From an optimization exercise on the open Yosys and OpenROAD flow, aimed at small area, a short achievable clock period and few clock cycles; shortcuts taken in it are not production practice.
Function was not checked in any run shown here: the RTL went through the layout flow alone.
No activity file was given, so power comes from the tool's default toggle rates.

==> flow/config.mk <==
export PLATFORM = sky130hd
export DESIGN_NAME = cab_bridge_top
export DESIGN_NICKNAME = cab_bridge_top
export VERILOG_FILES = /design/flow/design.v
export SDC_FILE = /design/flow/constraint.sdc
export NUM_CORES = 4
export LEC_CHECK = 0
export CAP_MARGIN = 20
export CORE_MARGIN = 2
export CORE_UTILIZATION = 40
export SETUP_SLACK_MARGIN = 3
export SLEW_MARGIN = 20
==> flow/constraint.sdc <==
create_clock -name core_clock -period 7.0 [get_ports {clk}]
set_input_delay 1.4000 -clock core_clock [delete_from_list [all_inputs] [get_ports {clk}]]
set_output_delay 1.4000 -clock core_clock [all_outputs]
set_load 0.01 [all_outputs]
==> flow/design.v <==
package cab_bus_pkg;
  typedef logic [15:0] addr_t;
  typedef logic [31:0] data_t;
  typedef logic [15:0] half_t;
  typedef union packed {
    struct packed {
      logic [13:0] offset;
      logic        rsvd;
      logic        wr;
    } hdr;
    half_t data;
  } sreq_word_u;
  typedef enum logic [1:0] {
    send_addr,
    send_wdata_lo,
    send_wdata_hi
  } send_state_t;
endpackage
package cab_map_pkg;
  localparam int CAB_WINDOW = 4096;
  localparam int HDR_OFS_LSB = 2;
  localparam int DEFAULT_TIMEOUT = 250000;
endpackage
`timescale 1ns/1ns
module cab_bridge #(
  parameter int O_DEPTH = 8,        
  parameter int MRDY = 0,           
  parameter int WSHARE = 0,         
  parameter int TIMEOUT_CYCLES = 64
) (
  input  logic        clk,
  input  logic        rst_n,
  input  logic [31:0] maddr,
  input  logic [63:0] mwdata,
  input  logic [1:0]  mwr,
  input  logic [1:0]  mreq,
  output logic [1:0]  mrdy,
  output logic [1:0]  mdn,
  output logic [63:0] mrdata,
  input  logic [1:0]  srdy,
  input  logic [1:0]  sack,
  input  logic [31:0] sackdata,
  output logic [1:0]  sreq,
  output logic [31:0] sreqdata
);
  localparam int OP = (O_DEPTH > 1) ? $clog2(O_DEPTH) : 1;
  localparam int CNT_W = $clog2(TIMEOUT_CYCLES + 1);
  logic        cur_m;             
  logic [1:0]  hv;                
  logic [1:0]  hw;                
  logic [9:0]  hofs [2];          
  logic [1:0]  ph [2];            
  logic [1:0]  cs;                
  logic        wbv;               
  logic [31:0] wbuf [2];
  logic [1:0]  o_mem [O_DEPTH];   
  logic [OP-1:0] o_wp, o_rp;
  logic [OP:0] o_cnt;
  logic [OP:0] wd_cnt [2];        
  logic [1:0]  rd_out [2];        
  logic [1:0]  rcnt [2];          
  logic [1:0]  r_wp, r_rp;        
  logic [1:0]  hsel;              
  logic [31:0] rmem [2][2];
  logic [CNT_W-1:0] t_cnt;
  logic        ans;               
  logic [1:0]  sel [2];           
  logic [1:0]  ok_q;              
  logic [1:0]  lst_q;             
  logic        m1;
  logic [15:0] a;
  logic        a_wr;
  logic [31:0] a_wd;
  logic        a_map;
  logic        a_sl;
  logic        acc;
  logic        rdy;
  logic [1:0]  push;
  logic [1:0]  xfer;
  logic [1:0]  lastw;             
  logic [1:0]  free;
  logic        o_room;
  assign m1 = mreq[1];
  assign a = m1 ? maddr[31:16] : maddr[15:0];
  assign a_wr = m1 ? mwr[1] : mwr[0];
  assign a_wd = m1 ? mwdata[63:32] : mwdata[31:0];
  assign a_map = a[15:13] == 3'b000;
  assign a_sl = a[12];
  for (genvar s = 0; s < 2; s++) begin : g_x
    assign xfer[s] = srdy[s] && cs[s];
    assign lastw[s] = !hw[s] || ph[s] == 2'd2;
  end
  logic [1:0] okr, okw;           
  logic [1:0] rdy_l;
  for (genvar s = 0; s < 2; s++) begin : g_ok
    if (MRDY == 0) begin : g_p
      assign okr[s] = ok_q[s] || (srdy[s] && lst_q[s]);
    end else begin : g_f
      assign okr[s] = ok_q[s];
    end
    if (WSHARE) begin : g_ws
      assign okw[s] = okr[s] && !wbv;
    end else begin : g_wn
      assign okw[s] = okr[s];
    end
  end
  for (genvar m = 0; m < 2; m++) begin : g_rdy
    assign rdy_l[m] = maddr[m*16 + 12] ? (mwr[m] ? okw[1] : okr[1]) : (mwr[m] ? okw[0] : okr[0]);
  end
  assign rdy = m1 ? rdy_l[1] : rdy_l[0];
  assign mrdy = rdy_l;
  assign acc = (|mreq) && rdy;
  assign push[0] = acc && a_map && !a_sl;
  assign push[1] = acc && a_map && a_sl;
  logic [1:0]  hv_nx, hw_nx;
  logic [1:0]  ph_nx [2];
  logic        wbv_nx;
  logic [OP-1:0] o_wp_nx, o_rp_nx;
  logic [OP:0] o_cnt_nx;
  logic        o_push;
  logic        hd_s, hd_w;        
  logic        nh_s, nh_w;        
  logic [1:0]  wpop, rpop;
  logic [1:0]  rpush;
  logic [1:0]  rd_sent, wr_sent;
  logic [OP:0] wd_cnt_nx [2];
  logic [1:0]  rd_out_nx [2];
  logic [1:0]  rcnt_nx [2];
  logic [1:0]  r_rp_nx;
  logic [1:0]  rd_room_nx;
  logic        h_wait;            
  logic        h_wait_nx;
  logic [CNT_W-1:0] t_cnt_nx;
  logic        ans_nx;
  logic [1:0]  cs_nx;
  assign o_push = acc && a_map;
  assign o_room = o_cnt != (OP+1)'(O_DEPTH);
  assign {hd_s, hd_w} = o_mem[o_rp];
  for (genvar s = 0; s < 2; s++) begin : g_nx
    assign rd_sent[s] = xfer[s] && !hw[s];
    assign wr_sent[s] = xfer[s] && hw[s] && ph[s] == 2'd2;
    assign hv_nx[s] = push[s] || (hv[s] && !(xfer[s] && lastw[s]));
    assign hw_nx[s] = push[s] ? a_wr : hw[s];
    assign ph_nx[s] = push[s] || (xfer[s] && lastw[s]) ? 2'd0 :
                      xfer[s] ? ph[s] + 2'd1 : ph[s];
    assign wpop[s] = ans && hd_w && hd_s == s[0];
    assign rpop[s] = ans && !hd_w && hd_s == s[0];
    assign rpush[s] = sack[s] && hsel[s];
    assign wd_cnt_nx[s] = wd_cnt[s] + (OP+1)'(wr_sent[s]) - (OP+1)'(wpop[s]);
    assign rd_out_nx[s] = rd_out[s] + 2'(rd_sent[s]) - 2'(rpop[s]);
    assign rcnt_nx[s] = rcnt[s] + 2'(rpush[s]) - 2'(rpop[s] && rcnt[s] != 2'd0);
    assign r_rp_nx[s] = r_rp[s] ^ (rpop[s] && rcnt[s] != 2'd0);
    assign rd_room_nx[s] = rd_out_nx[s] < 2'd2 ||
                           (rd_out_nx[s] == 2'd2 && o_cnt_nx != '0 && !nh_w && nh_s == s[0]);
    assign cs_nx[s] = hv_nx[s] && (hw_nx[s] || rd_room_nx[s]);
  end
  assign wbv_nx = WSHARE && ((acc && a_map && a_wr) || (wbv && !wr_sent[0] && !wr_sent[1]));
  assign o_wp_nx = !o_push ? o_wp : (o_wp == OP'(O_DEPTH - 1)) ? '0 : o_wp + 1'b1;
  assign o_rp_nx = !ans ? o_rp : (o_rp == OP'(O_DEPTH - 1)) ? '0 : o_rp + 1'b1;
  assign o_cnt_nx = o_cnt + (OP+1)'(o_push) - (OP+1)'(ans);
  assign {nh_s, nh_w} = (o_push && o_wp == o_rp_nx) ? {a_sl, a_wr} : o_mem[o_rp_nx];
  assign h_wait = o_cnt != '0 && !hd_w && rd_out[hd_s] != '0 && rcnt[hd_s] == '0;
  assign t_cnt_nx = (h_wait && !ans) ? t_cnt + 1'b1 : '0;
  assign h_wait_nx = o_cnt_nx != '0 && !nh_w && rd_out_nx[nh_s] != '0 && rcnt_nx[nh_s] == '0;
  assign ans_nx = o_cnt_nx != '0 &&
                  (nh_w ? wd_cnt_nx[nh_s] != '0 :
                          rcnt_nx[nh_s] != '0 ||
                          (h_wait_nx && t_cnt_nx == CNT_W'(TIMEOUT_CYCLES - 1)));
  always_ff @(posedge clk or negedge rst_n) begin
    if (!rst_n) begin
      cur_m <= 1'b0;
      hv <= '0;
      cs <= '0;
      wbv <= 1'b0;
      o_wp <= '0;
      o_rp <= '0;
      o_cnt <= '0;
      t_cnt <= '0;
      ans <= 1'b0;
      mdn <= '0;
      r_wp <= '0;
      r_rp <= '0;
      hsel <= '0;
      ok_q <= '0;
      lst_q <= '0;
      for (int s = 0; s < 2; s++) begin
        ph[s] <= 2'd0;
        wd_cnt[s] <= '0;
        rd_out[s] <= '0;
        rcnt[s] <= '0;
        sel[s] <= '0;
      end
    end else begin
      if (acc) cur_m <= m1;
      hv <= hv_nx;
      cs <= cs_nx;
      wbv <= wbv_nx;
      o_wp <= o_wp_nx;
      o_rp <= o_rp_nx;
      o_cnt <= o_cnt_nx;
      t_cnt <= t_cnt_nx;
      ans <= ans_nx;
      mdn <= ans_nx ? ((acc ? m1 : cur_m) ? 2'b10 : 2'b01) : 2'b00;
      r_rp <= r_rp_nx;
      for (int s = 0; s < 2; s++) begin
        ph[s] <= ph_nx[s];
        wd_cnt[s] <= wd_cnt_nx[s];
        rd_out[s] <= rd_out_nx[s];
        rcnt[s] <= rcnt_nx[s];
        if (sack[s]) hsel[s] <= !hsel[s];
        if (rpush[s]) r_wp[s] <= !r_wp[s];
        for (int k = 0; k < 2; k++) begin
          sel[s][k] <= ans_nx && !nh_w && nh_s == s[0] && rcnt_nx[s] != '0 && r_rp_nx[s] == k[0];
        end
      end
      for (int m = 0; m < 2; m++) begin
        ok_q[m] <= !hv_nx[m] && o_cnt_nx != (OP+1)'(O_DEPTH);
        lst_q[m] <= cs_nx[m] && (!hw_nx[m] || ph_nx[m] == 2'd2) && o_cnt_nx != (OP+1)'(O_DEPTH);
      end
    end
  end
  always_ff @(posedge clk) begin
    for (int s = 0; s < 2; s++) begin
      if (push[s]) begin
        hw[s] <= a_wr;
        hofs[s] <= a[11:2];
      end
      if (sack[s] && !hsel[s]) rmem[s][r_wp[s]][15:0] <= sackdata[s*16 +: 16];
      if (sack[s] && hsel[s]) rmem[s][r_wp[s]][31:16] <= sackdata[s*16 +: 16];
    end
    for (int s = 0; s < 2; s++) begin
      if (WSHARE ? (acc && a_map && a_wr) : (push[s] && a_wr)) wbuf[s] <= a_wd;
    end
    if (o_push) o_mem[o_wp] <= {a_sl, a_wr};
  end
  for (genvar s = 0; s < 2; s++) begin : g_out
    assign sreq[s] = srdy[s] && cs[s];
    assign sreqdata[s*16 +: 16] = (ph[s] == 2'd1) ? wbuf[WSHARE ? 0 : s][15:0] :
                                  (ph[s] == 2'd2) ? wbuf[WSHARE ? 0 : s][31:16] : {4'b0, hofs[s], 1'b0, hw[s]};
  end
  logic [31:0] rd;
  always_comb begin
    rd = '0;
    for (int s = 0; s < 2; s++)
      for (int k = 0; k < 2; k++)
        rd = rd | ({32{sel[s][k]}} & rmem[s][k]);
  end
  assign mrdata = {rd, rd};
endmodule
`timescale 1ns/1ns
module cab_bridge_top (
  input  logic        clk,
  input  logic        rst_n,
  input  logic [31:0] maddr,
  input  logic [63:0] mwdata,
  input  logic [1:0]  mwr,
  input  logic [1:0]  mreq,
  output logic [1:0]  mrdy,
  output logic [1:0]  mdn,
  output logic [63:0] mrdata,
  input  logic [1:0]  srdy,
  input  logic [1:0]  sack,
  input  logic [31:0] sackdata,
  output logic [1:0]  sreq,
  output logic [31:0] sreqdata
);
  cab_bridge u_bridge (.*);
endmodule
==> flow/run.sh <==
#!/bin/bash
# synth_recipe.tcl (not shown) runs the flow's synth.tcl, then flattens the netlist and writes it again
# the make line also repeats each setting of config.mk as NAME=value (left out here)
make -C /OpenROAD-flow-scripts/flow DESIGN_CONFIG=/design/flow/config.mk WORK_HOME=/design/flow/orfs CLKGATE_MAP_FILE= SYNTH_SCRIPT=/design/flow/synth_recipe.tcl finish
==> impl_metrics.toml, run 1 <==
[synth]
ys_warn_count = 12
syn-instance-count = 897
syn_avg_cell_area_um2 = 14.1
yosys.cell_types.count = 55
syn-cell-area_mm2 = 0.0126
synth_edf_count = 228
synthArstFlopShare_pct = 20.4
synth_nets = 1068
synth_ff_type = "edfxtp_1"
yosysSeqAreaShare_pct = 66.3
postSynthRegisterBits = 289

[worst_setup_path]
worstSetupPathType = "in2out"
crit_arrival_ns = 2.55
cpMaxStageDelayCell = "dlygate4sd2_1"
path_delay_family = "buffers and inverters"
crit_buf_inv = 4
crit_path_start = "srdy[1]"
critPathRequiredTime_ns = 5.60
startpoint_type = "input port"
cp-end-kind = "output port"
crit-reg2reg-launch = "u_bridge.o_rp[0]$_DFF_PN0_"
cp_cell_sequence = "dlygate4sd2_1 -> a21oi_4 -> a21oi_2 -> buf_4 -> buf_4 -> dlygate4sd2_1"
slowest_delay_ns = 0.29
cp_max_fo = 3

[cts]
clock_latency_ns = 0.56
cts_made_buffers = 30
cts_buffer_depth = 3
cts_tree = "done"
htreeDepth = 1
clkSinkCount = 289
cts.reportedPaths.clkPinSlew_ns = 0.06
root_buffer = "clkbuf_16"
holdBufCountCts = 0

[global_route]
grtUsageTotal_pct = 16.7
grt_max_degree = 60
grt_pass1_wl_um = 43300
overflow = 0
antenna_found_initial = 2
grt_pass1_vias = 7846

[sta]
worst_pin_slew_ns = 0.989
relSlewSlack_pct = 34.1
whs_ns = 0.482
hold_viol = 0
max_freq_ghz = 0.253
drv_slew = 0
rsz0062_at_grt = "true"
period_needed_ns = 3.95
fin_setup_tns_ns = 0
skew_ns = 0.0154
post-route-period-util_pct = 56.4
setup_viol = 0
setup_ws_ns = 3.05

[layout]
multi_input_area_mm2 = 0.00384
fin_util_pct = 53.3
fin_area_mm2 = 0.0164
final_layout_size_suffix_gt1_share_pct = 13.9
final_cell_mix = "edfxtp_1 (228), clkdlybuf4s50_1 (224), nand2_1 (76)"
nFillCells = 2584
regArea_mm2 = 0.00837
final_cells = 1539
fin_nets = 1290
final_common_cell = "edfxtp_1"
area_growth_pct = 30.4

[route]
drcViolationCount = 0
viasPerCell = 5.09
first_pass_iters = 5
routed_wl_um = 27500
drtIter0Drc = 430
routedWlPerCell_um = 17.9
antenna_left = 0
vias = 7827

[power]
p_leak_nw = 6.02
ir_worst_vdd_mv = 0.237
p_total_mw = 6.56
power_density_mw_per_mm2 = 399

[floorplan]
die_w_um = 182
core.rowCount = 64
die_h_um = 182
ioPinCount = 240
die-area_mm2 = 0.0329
initial_utilization_pct = 40.9
core_mm2 = 0.0308

[place]
place_area_mm2 = 0.0152
dp_hpwl_um = 18600
pre_cts_ws_ns = 1.90
gpl.final_weighted_congestion = 0.797
dp_cells = 1471
numPortBuffers = 235

[status]
run_status = "finished clean"

[flow_run]
cap_violations = 0

[worst_hold_path]
hold_path_startpoint = "u_bridge.r_rp[0]$_DFF_PN0_"
holdCritPathClass = "reg2reg"
==> repair_timing <==
action / in CTS / in global routing
endpoints found under the setup margin: 49 / 21
gates resized for setup: 24 / 14
pin swaps: 3 / 8
buffers inserted: 4 / 8
==> power by group <==
group | leakage, nW | switching (mW) | internal [mW]
Combinational | 2.72 | 1.28 | 1.22
Clock | 0.492 | 0.637 | 1.01
Sequential | 2.82 | 0.219 | 2.20
Total | 6.02 | 2.13 | 4.43
==> cells by family after synthesis <==
logic type               count (synthesis)  synth area share (%)
AO/OA/AOI/OAI                          155                  8.36
multiplexers                            84                  7.58
AND/OR/NAND/NOR                        192                  7.60
flip-flops                             289                  66.3
buffers and inverters                  113                  4.50
adder cells (fa/ha/maj)                 33                  3.45
XOR/XNOR                                31                  2.15
==> cells in the mapped netlist (2+ instances only) <==
| library cell | number | area share, % |
|---|---|---|
| buf_4 | 32 | 1.9 |
| nor3b_1 | 7 | 0.42 |
| clkbuf_1 | 20 | 0.60 |
| xor2_1 | 6 | 0.42 |
| nor4_1 | 7 | 0.35 |
| a22oi_1 | 64 | 3.8 |
| a211oi_1 | 8 | 0.48 |
| mux2_2 | 49 | 4.4 |
| and3b_1 | 8 | 0.56 |
| mux2i_1 | 30 | 2.4 |
| o21ai_0 | 32 | 1.3 |
| buf_6 | 2 | 0.18 |
| buf_1 | 8 | 0.24 |
| buf_2 | 6 | 0.24 |
| edfxtp_1 | 228 | 54 |
| o211ai_1 | 2 | 0.12 |
| or2_2 | 4 | 0.20 |
| inv_1 | 43 | 1.3 |
| o22ai_1 | 6 | 0.30 |
| a22o_1 | 10 | 0.69 |
| a31oi_1 | 2 | 0.099 |
| dfxtp_1 | 2 | 0.32 |
| fa_1 | 3 | 0.48 |
| dfrtp_1 | 59 | 12 |
| a21oi_1 | 19 | 0.75 |
| or3_1 | 2 | 0.099 |
| nand2b_1 | 9 | 0.45 |
| nand3_1 | 10 | 0.40 |
| nor3_1 | 9 | 0.36 |
| nor4b_1 | 2 | 0.14 |
| a21o_1 | 6 | 0.36 |
| nor2_1 | 38 | 1.1 |
| ha_1 | 30 | 3.0 |
| xnor2_1 | 25 | 1.7 |
| mux4_2 | 4 | 0.71 |
| and3_1 | 6 | 0.30 |
| nor2b_1 | 5 | 0.25 |
| inv_2 | 2 | 0.060 |
| nand2_1 | 76 | 2.3 |
==> cell type report <==
cell class	instances	share of cell area, %
sequential	289	50.9
multi-input combinational	495	23.4
timing repair buffer	258	15.4
clock buffer	37	4.73
tap	396	3.01
clock inverter	17	1.49
inverter	45	1.04
antenna	2	0.0305
==> path summary, 6_finish.rpt <==
check / endpoint / slack, ns / cells after the start
min: u_bridge.r_rp[0]$_DFF_PN0_ / 0.48 / 1
min reg2reg: u_bridge.r_rp[0]$_DFF_PN0_ / 0.48 / 1
min in group asynchronous: u_bridge.o_wp[1]$_DFFE_PN0P_ / 1.00 / 2
max: mrdy[1] / 3.05 / 6
max in group asynchronous: u_bridge.o_rp[0]$_DFF_PN0_ / 5.40 / 2
max reg2reg: u_bridge.mdn[1]$_DFF_PN0_ / 3.25 / 14
==> state kept, by name, summed over array words and instances (netlist names), 3 cells and up <==
name / flops
u_bridge.sel: 4
u_bridge.ph: 4
u_bridge.t_cnt: 7
u_bridge.o_wp: 3
u_bridge.wbuf: 64
u_bridge.wd_cnt: 8
u_bridge.hofs: 20
u_bridge.o_rp: 3
u_bridge.rd_out: 4
u_bridge.o_mem: 16
u_bridge.o_cnt: 4
u_bridge.rcnt: 4
u_bridge.rmem: 128
==> per-layer routing <==
metal	share of wire (%)	global-route usage [%]	vias up
met1	44	22.5	3811
met5	0	0	-
met4	1.4	2.93	0
met3	7.6	4.03	31
met2	47	27.8	254
li1	-	-	3731
==> worst register-to-register path, delay by kind of cell, from the launching register on <==
kind            cells  cell delay (ns)
fa+ha+maj           3             0.95
compound gates      1             0.28
flops               1             0.55
buf+inv             3             0.17
mux                 3             1.02
simple gates        4             0.66
==> inputs of run 2 (changes only) <==
--- a/flow/design.v
+++ b/flow/design.v
@@ -26,3 +26,3 @@
   parameter int O_DEPTH = 8,        
-  parameter int MRDY = 0,           
+  parameter int MRDY = 1,           
   parameter int WSHARE = 0,         
==> run 2 against run 1 <==
Net effect: critical path type unchanged; hold slack improved by 0.0021 ns; non-clock buffer count down 9; first-iteration DRC count grew 3.0%; sequential cell count is 2 lower; power decreased by 2.2%; setup slack better by 0.013 ns.
==> impl_metrics.toml, run 2 <==
[synth]
syn_avg_cell_area_um2 = 14.1
syn-instance-count = 890
syn-cell-area_mm2 = 0.0125
synth_top_cell_area_share_pct = 54.7
ys_warn_count = 12
yosys.cell_types.count = 69
yosys-top-cells-area = "edfxtp_1 (55%), dfrtp_1 (11%), mux2_2 (4.0%)"
synth_edf_count = 228
yosysSeqAreaShare_pct = 66.4
synth_top_cell_by_area = "edfxtp_1"
synth_ff_type = "edfxtp_1"
postSynthRegisterBits = 287
synthArstFlopShare_pct = 19.9
synth.most_common_cell = "edfxtp_1"
synth_common_cells = "edfxtp_1 (228), nand2_1 (88), a22oi_1 (64)"
synth_nets = 1061

[worst_hold_path]
holdCritPathClass = "reg2reg"

[worst_setup_path]
crit_arrival_ns = 2.53
cpMaxStageDelayCell = "clkdlybuf4s50_1"
rrSetupSlack_ns = 3.23
cp_cell_sequence = "clkdlybuf4s50_1 -> mux2_2 -> dlygate4sd2_1"
cp_max_fo = 3
startpoint_type = "input port"
cp-end-kind = "output port"
critPathRequiredTime_ns = 5.60
slowest_delay_ns = 0.48
worstSetupPathType = "in2out"

[cts]
cts_tree = "done"
root_buffer = "clkbuf_16"
cts_made_buffers = 30
cts_buffer_depth = 3
clkSinkCount = 287
clock_latency_ns = 0.55
cts.reportedPaths.clkPinSlew_ns = 0.06
htreeDepth = 1

[global_route]
antenna_found_initial = 2
grt_pass1_vias = 7813
grtUsageTotal_pct = 16.7
grt_pass1_wl_um = 43000
overflow = 0
busiest_layer = "met2"
met1_usage_pct = 22.1
globalRouteMet3Util_pct = 4.50
grt_max_degree = 58
use_met2_pct = 27.5

[route]
first_pass_iters = 4
routedWlPerCell_um = 18.0
drtIter0Drc = 443
antenna_left = 0
routed_wl_um = 27400
viasPerCell = 5.05
vias = 7694
drcViolationCount = 0

[layout]
fin_area_mm2 = 0.0163
final_layout_size_suffix_gt1_share_pct = 13.2
largest_reg_flops = 128
final_cells = 1525
final_cell_mix = "clkdlybuf4s50_1 (228), edfxtp_1 (228), nand2_1 (86)"
fin_util_pct = 53.1
area_growth_pct = 30.1
fin_nets = 1275

[floorplan]
die-area_mm2 = 0.0327
core.rowCount = 64
core_mm2 = 0.0307
die_h_um = 181
ioPinCount = 240
initial_utilization_pct = 40.8
die_w_um = 181

[sta]
post-route-period-util_pct = 56.2
drv_slew = 0
whs_ns = 0.484
setup_viol = 0
hold_viol = 0
setup_ws_ns = 3.07
max_freq_ghz = 0.254
worst_pin_slew_ns = 1.07
period_needed_ns = 3.93
skew_ns = 0.0163
fin_setup_tns_ns = 0
relSlewSlack_pct = 28.5
rsz0062_at_grt = "true"

[power]
cell_internal_pwr_mw = 4.32
power_density_mw_per_mm2 = 394
seq_power_share_pct = 37.0
comb_power_share_pct = 37.8
p_sw_share_pct = 32.7
ir_worst_vdd_mv = 0.224
p_total_mw = 6.42
p_leak_nw = 5.87
clockPowerShare_pct = 25.2
p_sw_mw = 2.10

[place]
place_area_mm2 = 0.0151
dp_cells = 1463
numPortBuffers = 235
gpl.final_weighted_congestion = 0.801
dp_hpwl_um = 18500
pre_cts_ws_ns = 2.38

[status]
run_status = "finished clean"

[flow_run]
cap_violations = 0
run 2: changes by cell type after synthesis, moves of 5 or more:
cell      previous run  this run
a211oi_1             8         0
clkbuf_1            20        25
nand2_1             76        88
o22ai_1              6         0
and3b_1              8         2
mux2i_1             30        24
run 2: area by class of cell:
class	instances	area (um2)
Antenna cell	1	2.50
Clock inverter	24	245
Sequential cell	287	8320
Multi-Input combinational cell	490	3810
Clock buffer	32	779
Tap cell	396	495
Fill cell	2587	14400
Timing Repair Buffer	249	2460
Inverter	46	178
run 2: worst max-delay path: cells and delay by family:
kind / cells / cell delay [ns]
buf+inv: 2 / 0.77
mux: 1 / 0.36
run 2: repair_timing:
item	in CTS	in global routing
hold buffers	0	0
buffers inserted	1	4
setup endpoints to repair	42	22
gates resized for setup	15	15
pin swaps	2	7
run 2: layer usage:
layer | wire length [um] | part of all wire (%) | vias to the layer above
li1 | - | - | 3708
met1 | 11800 | 43 | 3703
met2 | 13000 | 47 | 240
met3 | 2120 | 7.7 | 41
met4 | 468 | 1.7 | 2
met5 | 13 | 0.047 | -
run 2: worst paths after layout:
check,start,end,cells past startpoint
worst min register to register,u_bridge.r_rp[0]$_DFF_PN0_,u_bridge.r_rp[0]$_DFF_PN0_,1
worst max-delay path,maddr[28],mrdy[1],3
worst max register to register,u_bridge.o_rp[2]$_DFF_PN0_,u_bridge.mdn[1]$_DFF_PN0_,14
min in group asynchronous,rst_n,u_bridge.ok_q[0]$_DFF_PN0_,2
worst min-delay path,u_bridge.r_rp[0]$_DFF_PN0_,u_bridge.r_rp[0]$_DFF_PN0_,1
max in group asynchronous,rst_n,u_bridge.sel[1][1]$_DFF_PN0_,2
run 2: power groups by stage:
stage	logic (mW)	registers, mW	clock network (mW)
finish	2.43	2.38	1.62
global route	2.69	2.42	1.72
CTS	2.37	2.38	1.65
detailed placement	2.32	2.41	0
global placement	2.28	2.41	0
floorplan	1.58	2.32	0
run 2: logic make-up (layout without fill, tap and decap cells):
kind of cell / Yosys count / count (layout) / synth area share [%]
AOI/OAI and AO/OA: 150 / 150 / 8.40
DFF: 287 / 287 / 66.4
buffers and inverters: 113 / 351 / 4.44
xor gates and xnor gates: 31 / 31 / 2.17
adders and majority gates: 33 / 33 / 3.48
and+or+nand+nor: 199 / 199 / 7.82
other: 0 / 1 / 0
muxes: 77 / 77 / 7.28
==> inputs of run 3 (changes only) <==
--- a/flow/design.v
+++ b/flow/design.v
@@ -26,4 +26,5 @@
   parameter int O_DEPTH = 8,        
-  parameter int MRDY = 1,           
-  parameter int WSHARE = 0,         
+  parameter int MRDY = 0,           
+  parameter int WSHARE = 1,         
+  parameter int SLOTS = 2,          
   parameter int TIMEOUT_CYCLES = 64
@@ -63,3 +64,3 @@
   logic [1:0]  hsel;              
-  logic [31:0] rmem [2][2];
+  logic [31:0] rmem [2][SLOTS];
   logic [CNT_W-1:0] t_cnt;
@@ -69,2 +70,3 @@
   logic [1:0]  lst_q;             
+  logic [1:0]  wl_q;              
   logic        m1;
@@ -101,3 +103,3 @@
     if (WSHARE) begin : g_ws
-      assign okw[s] = okr[s] && !wbv;
+      assign okw[s] = okr[s] && (!wbv || (MRDY == 0 && ((srdy[0] && wl_q[0]) || (srdy[1] && wl_q[1]))));
     end else begin : g_wn
@@ -151,5 +153,5 @@
     assign rcnt_nx[s] = rcnt[s] + 2'(rpush[s]) - 2'(rpop[s] && rcnt[s] != 2'd0);
-    assign r_rp_nx[s] = r_rp[s] ^ (rpop[s] && rcnt[s] != 2'd0);
-    assign rd_room_nx[s] = rd_out_nx[s] < 2'd2 ||
-                           (rd_out_nx[s] == 2'd2 && o_cnt_nx != '0 && !nh_w && nh_s == s[0]);
+    assign r_rp_nx[s] = (SLOTS > 1) && (r_rp[s] ^ (rpop[s] && rcnt[s] != 2'd0));
+    assign rd_room_nx[s] = rd_out_nx[s] < 2'(SLOTS) ||
+                           (rd_out_nx[s] == 2'(SLOTS) && o_cnt_nx != '0 && !nh_w && nh_s == s[0]);
     assign cs_nx[s] = hv_nx[s] && (hw_nx[s] || rd_room_nx[s]);
@@ -185,2 +187,3 @@
       lst_q <= '0;
+      wl_q <= '0;
       for (int s = 0; s < 2; s++) begin
@@ -210,4 +213,4 @@
         if (sack[s]) hsel[s] <= !hsel[s];
-        if (rpush[s]) r_wp[s] <= !r_wp[s];
-        for (int k = 0; k < 2; k++) begin
+        if (rpush[s] && SLOTS > 1) r_wp[s] <= !r_wp[s];
+        for (int k = 0; k < SLOTS; k++) begin
           sel[s][k] <= ans_nx && !nh_w && nh_s == s[0] && rcnt_nx[s] != '0 && r_rp_nx[s] == k[0];
@@ -218,2 +221,3 @@
         lst_q[m] <= cs_nx[m] && (!hw_nx[m] || ph_nx[m] == 2'd2) && o_cnt_nx != (OP+1)'(O_DEPTH);
+        wl_q[m] <= cs_nx[m] && hw_nx[m] && ph_nx[m] == 2'd2;
       end
@@ -227,4 +231,4 @@
       end
-      if (sack[s] && !hsel[s]) rmem[s][r_wp[s]][15:0] <= sackdata[s*16 +: 16];
-      if (sack[s] && hsel[s]) rmem[s][r_wp[s]][31:16] <= sackdata[s*16 +: 16];
+      if (sack[s] && !hsel[s]) rmem[s][SLOTS > 1 ? r_wp[s] : 1'b0][15:0] <= sackdata[s*16 +: 16];
+      if (sack[s] && hsel[s]) rmem[s][SLOTS > 1 ? r_wp[s] : 1'b0][31:16] <= sackdata[s*16 +: 16];
     end
@@ -244,3 +248,3 @@
     for (int s = 0; s < 2; s++)
-      for (int k = 0; k < 2; k++)
+      for (int k = 0; k < SLOTS; k++)
         rd = rd | ({32{sel[s][k]}} & rmem[s][k]);
==> flow/flow/run.sh (new file) <==
#!/bin/bash
# standard layout, with plain buffers on the ports instead of the delay cells buffer_ports picks
set -euo pipefail
bash standard.sh "BUFFER_PORTS_ARGS=-buffer_cell sky130_fd_sc_hd__buf_1" finish > standard.log 2>&1
==> flow/standard.sh (new file) <==
#!/bin/bash
# synth_recipe.tcl (not shown) runs the flow's synth.tcl, then flattens the netlist and writes it again
# the make line also repeats each setting of config.mk as NAME=value (left out here)
make -C /OpenROAD-flow-scripts/flow DESIGN_CONFIG=/design/flow/config.mk WORK_HOME=/design/flow/orfs CLKGATE_MAP_FILE= SYNTH_SCRIPT=/design/flow/synth_recipe.tcl "${@:-finish}"
removed: flow/run.sh
==> run 3 against run 2 <==
Net effect: still clean on timing, DRC and antenna; clock skew shrank 0.0015 ns; clock power shrank 12%; maximum frequency grew 2.8%; clock-buffer cell count grew 3; combinational power shrank 13%; global-route usage shrank 0.35 points; sequential share of layout area grew 3.0 points; cell count shrank 2.3%; die area shrank 6.1%; final area shrank 15%; critical path type is now in2reg; critical endpoint is now u_bridge.lst_q[1]$_DFF_PN0_.
==> impl_metrics.toml, run 3 <==
[power]
comb_power_share_pct = 37.0
p_sw_share_pct = 35.8
clockPowerShare_pct = 24.7
cell_internal_pwr_mw = 3.69
p_leak_nw = 4.98
p_sw_mw = 2.05
seq_power_share_pct = 38.3
ir_worst_vdd_mv = 0.207
power_density_mw_per_mm2 = 415
p_total_mw = 5.74

[global_route]
grt_max_degree = 63
grt_pass1_vias = 7306
grtUsageTotal_pct = 16.3
antenna_found_initial = 0
grt_pass1_wl_um = 39500
overflow = 0

[synth]
ys_warn_count = 12
synth.most_common_cell = "edfxtp_1"
synth_common_cells = "edfxtp_1 (196), nand2_1 (84), a22oi_1 (64)"
yosys-top-cells-area = "edfxtp_1 (50%), dfrtp_1 (13%), mux2_2 (4.4%)"
synth_ff_type = "edfxtp_1"
synth_top_cell_by_area = "edfxtp_1"
synth_compound_area_share_pct = 9.51
syn-cell-area_mm2 = 0.0117
synth_top_cell_area_share_pct = 50.2
syn-instance-count = 869
synthArstFlopShare_pct = 23.8
yosys.cell_types.count = 66
synth_edf_count = 196
yosysSeqAreaShare_pct = 63.7
synthAdderAreaFrac_pct = 3.71
synth_top_family_by_area = "compound AO/OA/AOI/OAI gates"
synth.area.mux_share_pct = 8.24
postSynthRegisterBits = 260
synth_xor_xnor_area_share_pct = 2.09
syn_avg_cell_area_um2 = 13.5
yosys.area_share.simple_pct = 8.04
synth_nets = 1040

[route]
routed_wl_um = 25300
drcViolationCount = 0
met3_length_um = 1780
viasPerCell = 5.03
vias = 7500
routedWlPerCell_um = 17.0
antenna_left = 0
drt-met1-wl_um = 11100
first_pass_iters = 8
drtIter0Drc = 487
dr_wl_met2_um = 12000
routed.top_layer = "met4"

[layout]
final_cells = 1490
final_cell_mix = "buf_1 (233), edfxtp_1 (196), nand2_1 (84)"
area_growth_pct = 17.9
diodes = 0
fin_util_pct = 48.1
largest_reg_flops = 128
final_layout_size_suffix_gt1_share_pct = 12.8
fin_nets = 1255
final_common_cell = "buf_1"
fin_area_mm2 = 0.0138

[floorplan]
die-area_mm2 = 0.0307
core_mm2 = 0.0288
initial_utilization_pct = 40.8
die_w_um = 175
die_h_um = 175
ioPinCount = 240
core.rowCount = 62

[sta]
drv_slew = 0
hold_viol = 0
fin_setup_tns_ns = 0
rsz0062_at_grt = "false"
worst_pin_slew_ns = 0.977
max_freq_ghz = 0.262
setup_viol = 0
relSlewSlack_pct = 34.8
post-route-period-util_pct = 54.6
skew_ns = 0.0149
period_needed_ns = 3.82

[cts]
cts.reportedPaths.clkPinSlew_ns = 0.06
cts_made_buffers = 28
root_buffer = "clkbuf_16"
clock_latency_ns = 0.54
cts_buffer_depth = 3
cts_tree = "done"
clkSinkCount = 260
htreeDepth = 1

[worst_setup_path]
critPathRequiredTime_ns = 7.45
crit-reg2reg-launch = "u_bridge.o_rp[1]$_DFF_PN0_"
startpoint_type = "input port"
r2r_cells = 14
cp-end-kind = "flip-flop"
timing.rr.end = "u_bridge.ans$_DFF_PN0_"
crit_arrival_ns = 4.27
cp_max_fo = 47
worstSetupPathType = "in2reg"
rrSetupSlack_ns = 3.38

[worst_hold_path]
hold_path_end = "u_bridge.wd_cnt[1][0]$_DFF_PN0_"
hold_depth = 1
hold_path_startpoint = "u_bridge.wd_cnt[1][0]$_DFF_PN0_"
holdCritPathClass = "reg2reg"

[place]
dp_cells = 1435
gpl.final_weighted_congestion = 0.806
place_area_mm2 = 0.0129
dp_hpwl_um = 17300
numPortBuffers = 235

[status]
run_status = "finished clean"

[flow_run]
cap_violations = 0
==> run 3: worst max path at each step <==
stage               cells after the start  slack (ns)                          end  startpoint
finish                                 16        3.18  u_bridge.lst_q[1]$_DFF_PN0_     mreq[1]
global route                           16        3.04  u_bridge.lst_q[1]$_DFF_PN0_     mreq[1]
global placement                       15        2.18    u_bridge.mdn[0]$_DFF_PN0_     mreq[1]
CTS                                    15        3.04  u_bridge.lst_q[1]$_DFF_PN0_     mreq[1]
floorplan                              15        2.97  u_bridge.lst_q[1]$_DFF_PN0_   maddr[15]
detailed placement                     15        2.09    u_bridge.mdn[0]$_DFF_PN0_     mreq[1]
==> run 3: cells by family after synthesis <==
logic type / after synthesis
compound gates: 162
buf+inv: 109
mux: 82
flops: 260
fa+ha+maj: 33
xor+xnor: 28
simple gates: 195
==> run 3: through the flow <==
stage               setup slack (ns)  hold slack, ns
floorplan                       2.97           0.457
global placement                2.18           0.472
detailed placement              2.09           0.485
CTS                             3.04           0.500
global route                    3.04           0.520
finish                          3.18           0.495
==> run 3: critical path, cell delays in order <==
cell,delay (ns)
clkbuf_2,0.10
buf_12,0.18
nor4_4,0.14
nand2_1,0.12
a211oi_2,0.36
nor2_4,0.10
inv_4,0.08
ha_4,0.12
inv_2,0.03
fa_2,0.33
xnor2_1,0.18
or3_1,0.17
nor2_2,0.06
or2_1,0.25
or3b_1,0.43
a211oi_2,0.19
==> run 3: layout make-up <==
cell class	instances	area, um2
clock buffers	35	727
clock inverters	17	168
fillers	2573	14900
inverters	43	164
multi-input cells	500	3800
flip-flops and latches	260	7480
well taps	384	480
repair buffers	251	1020
==> run 3: layer usage <==
layer / GRT usage (%) / vias up
met1: 22.3 / 3574
met4: 3.37 / 0
li1: - / 3621
met3: 3.53 / 32
met2: 27.0 / 273
met5: 0 / -
==> run 3: power by group through the flow <==
| stage | sequential [mW] | clock (mW) | combinational [mW] |
|---|---|---|---|
| 2_1_floorplan | 2.15 | 0 | 1.63 |
| 5_1_grt | 2.23 | 1.53 | 2.40 |
| 4_1_cts | 2.20 | 1.46 | 2.15 |
| 6_report | 2.20 | 1.42 | 2.12 |
| 3_5_place_dp | 2.23 | 0 | 2.12 |
| 3_3_place_gp | 2.22 | 0 | 2.08 |
==> run 3: timing repair <==
action	in CTS	in global routing
setup endpoints to repair	14	10
pin swaps	0	1
endpoints found under the hold margin	0	0
hold buffers	0	0
resized for setup	7	4
buffers inserted	0	3
==> inputs of run 4 (changes only) <==
==> flow/flow/run.sh (replaced) <==
#!/bin/bash
# standard layout, with plain buffers on the ports instead of the delay cells buffer_ports picks
set -euo pipefail
bash standard.sh "BUFFER_PORTS_ARGS=-buffer_cell sky130_fd_sc_hd__buf_2" finish > standard.log 2>&1
--- a/flow/config.mk
+++ b/flow/config.mk
@@ -10,3 +10,3 @@
 export CORE_UTILIZATION = 40
-export SETUP_SLACK_MARGIN = 3
+export SETUP_SLACK_MARGIN = 4
 export SLEW_MARGIN = 20
==> run 4 against run 3 <==
Net effect: critical path depth down 1; non-clock buffer count increased by 63; sequential cell count stayed put; maximum frequency up 7.8%; routed wire length rose by 16%; first-iteration DRC count decreased by 23%; final area is 15% higher; critical endpoint unchanged; sequential power is 2% higher; largest cell class unchanged; setup slack better by 0.28 ns.
==> impl_metrics.toml, run 4 <==
[cts]
root_buffer = "clkbuf_16"
cts_buffer_depth = 3
clkSinkCount = 260
htreeDepth = 1
clock_latency_ns = 0.55
cts_made_buffers = 28
cts.reportedPaths.clkPinSlew_ns = 0.06
cts_tree = "done"

[place]
pre_cts_ws_ns = 2.15
dp_hpwl_um = 18000
gpl.final_weighted_congestion = 0.763
dp_cells = 1432
numPortBuffers = 235

[route]
routed_wl_um = 29400
vias = 7976
drtIter0Drc = 376
antenna_left = 0
first_pass_iters = 4
routedWlPerCell_um = 19.0
viasPerCell = 5.14
drcViolationCount = 0

[power]
ir_worst_vdd_mv = 0.218
p_leak_nw = 6.35
power_density_mw_per_mm2 = 424

[worst_setup_path]
slowest_delay_ns = 0.41
crit_arrival_ns = 4.00
r2r_cells = 14
cpMaxStageDelayCell = "or3b_4"
cp_cell_sequence = "buf_6 -> nor4_4 -> nand2_2 -> a211oi_4 -> nor2_4 -> inv_4 -> ha_4 -> inv_2 -> fa_2 -> xnor2_2 -> or3_4 -> nor2_4 -> or2_4 -> or3b_4 -> a211oi_2"
critPathRequiredTime_ns = 7.46
crit-reg2reg-launch = "u_bridge.o_rp[1]$_DFF_PN0_"
timing.rr.end = "u_bridge.mdn[0]$_DFF_PN0_"
worstSetupPathType = "in2reg"
path_delay_family = "simple AND/OR/NAND/NOR gates"
cp-end-kind = "flip-flop"
cp_common_cell = "nor2_4"
cp_max_fo = 3
rrSetupSlack_ns = 3.61
crit_path_start = "maddr[15]"
startpoint_type = "input port"
crit_buf_inv = 3

[sta]
relSlewSlack_pct = 32.8
fin_setup_tns_ns = 0
period_needed_ns = 3.55
max_freq_ghz = 0.282
worst_pin_slew_ns = 1.01
rsz0062_at_grt = "true"
drv_slew = 0
post-route-period-util_pct = 50.7
setup_viol = 0
skew_ns = 0.0184
hold_viol = 0
setup_ws_ns = 3.45

[floorplan]
initial_utilization_pct = 40.8
die_w_um = 175
die_h_um = 175
die-area_mm2 = 0.0307
core.rowCount = 62
core_mm2 = 0.0288
ioPinCount = 240

[layout]
area_growth_pct = 35.5
final_layout_size_suffix_gt1_share_pct = 48.5
diodes = 0
final_common_cell = "buf_2"
final_cell_mix = "buf_2 (206), edfxtp_1 (196), nand2_1 (57)"
largest_reg_flops = 128
final_cells = 1552
fin_util_pct = 55.3
fin_nets = 1318

[worst_hold_path]
hold_path_end = "u_bridge.r_rp[1]$_DFF_PN0_"
hold_depth = 1
holdCritPathClass = "reg2reg"
hold_path_startpoint = "u_bridge.r_rp[1]$_DFF_PN0_"

[synth]
synth_common_cells = "edfxtp_1 (196), nand2_1 (84), a22oi_1 (64)"
synth_edf_count = 196
syn-cell-area_mm2 = 0.0117
synth_top_cell_area_share_pct = 50.2
yosysSeqAreaShare_pct = 63.7
synthArstFlopShare_pct = 23.8
synth_nets = 1040
syn_avg_cell_area_um2 = 13.5
yosys.cell_types.count = 66
postSynthRegisterBits = 260
syn-instance-count = 869
ys_warn_count = 12
synth_top_cell_by_area = "edfxtp_1"
yosys-top-cells-area = "edfxtp_1 (50%), dfrtp_1 (13%), mux2_2 (4.4%)"
synth_ff_type = "edfxtp_1"
synth.most_common_cell = "edfxtp_1"

[global_route]
grt_pass1_vias = 8195
grt_max_degree = 63
antenna_found_initial = 0
grt_pass1_wl_um = 45300
overflow = 0
grtUsageTotal_pct = 18.9

[status]
run_status = "finished clean"

[flow_run]
cap_violations = 0
[run 4: cell types whose count changed in the layout (fill, tap and decap cells not counted), moves of 20 or more]
cell	change
a22oi_1	-32
a22oi_2	+32
buf_1	-233
buf_2	+206
buf_4	+20
buf_6	+44
nand2_1	-27
nand2_2	+21
o21ai_0	-30
[run 4: logic make-up after synthesis]
group                      after synthesis  share of synthesized area, %
adders and majority gates               33                          3.71
xor gates and xnor gates                28                          2.09
muxes                                   82                          8.24
AOI/OAI and AO/OA                      162                          9.51
buffers and inverters                  109                          4.66
and+or+nand+nor                        195                          8.04
DFF                                    260                          63.7
[run 4: through the flow]
step                instance area (um2)  hold WS (ns)  total power, mW
floorplan                         11900         0.457             3.81
CTS                               15500         0.496             6.56
global placement                  13200         0.478             4.40
detailed placement                13200         0.482             4.44
global route                      15900         0.505             7.16
finish                            15900         0.497             6.74
[run 4: per-layer routing]
layer | vias to the layer above | GRT usage [%] | wire length [um]
met3 | 36 | 3.66 | 1910
met4 | 0 | 3.68 | 416
li1 | 3758 | - | -
met1 | 3936 | 24.5 | 12200
met5 | - | 0 | 0
met2 | 246 | 33.1 | 14900
[run 4: worst max path at each step]
| stage | endpoint | slack [ns] | cells after the start |
|---|---|---|---|
| after floorplan | u_bridge.wbuf[0][0]$_DFFE_PP_ | 2.97 | 5 |
| after global placement | u_bridge.ans$_DFF_PN0_ | 2.21 | 15 |
| after detailed placement | u_bridge.mdn[0]$_DFF_PN0_ | 2.15 | 15 |
| after CTS | u_bridge.lst_q[1]$_DFF_PN0_ | 3.48 | 15 |
| after global routing | u_bridge.lst_q[1]$_DFF_PN0_ | 3.34 | 15 |
| final | u_bridge.lst_q[1]$_DFF_PN0_ | 3.45 | 15 |
[run 4: worst reg2reg max path, cell delays in order, from the launching register on]
cell	delay, ns
dfrtp_2	0.46
mux4_2	0.56
mux2i_4	0.23
nand2b_4	0.18
nor2_1	0.06
ha_1	0.29
inv_1	0.06
ha_1	0.16
inv_1	0.06
fa_1	0.50
inv_1	0.06
nor4_2	0.27
mux2i_2	0.14
a2bb2oi_4	0.18
nor2_1	0.06
[run 4: cell type report]
type,instances,area [um2]
Clock buffer,29,704
Clock inverter,22,210
Fill cell,2337,12900
Inverter,43,169
Multi-Input combinational cell,500,4440
Sequential cell,260,7490
Tap cell,384,480
Timing Repair Buffer,314,2410
[run 4: timing repair]
item,in CTS,in global routing
buffers inserted,48,13
pin swaps,38,24
hold buffers,0,0
setup endpoints to repair,190,113
resized for setup,193,66
cloned,7,1
[run 4: where the power goes]
group	internal, mW	switching [mW]	total (mW)
registers	2.01	0.228	2.24
clock network	0.844	0.600	1.44
logic	1.49	1.57	3.06
total	4.35	2.40	6.74

==> what the ideal ports hide <==
The flow's constraints put no driver on any port. The routed layouts listed below were extracted and timed again, unchanged, in two steps.
Step 1 sets driving cells, clkbuf_16 on the clock port and buf_2 on the other inputs (assumed; they add their load-dependent delay and slew).
Step 2 also shifts input and output timing later by t, the mid clock arrival at the registers, as if the neighbouring blocks saw the same clock.
a / b / c = no drivers / after step 1 / after step 2; a / b = the first two.
| run | t (ns) | setup slack, ns | latest minus earliest clock arrival (ns) |
|---|---|---|---|
| run 1 | 0.595 | 3.054 / 3.037 / 2.550 | 0.016 / 0.016 |
| run 2 | 0.592 | 3.067 / 3.034 / 2.519 | 0.018 / 0.018 |
| run 3 | 0.575 | 3.176 / 3.149 / 2.628 | 0.018 / 0.018 |
| run 4 | 0.584 | 3.453 / 3.451 / 2.884 | 0.019 / 0.020 |
After both steps every run listed still meets setup and hold. For run 4, which loses most, drivers alone change the setup slack by -0.002 ns; drivers and shift together by -0.569 ns.
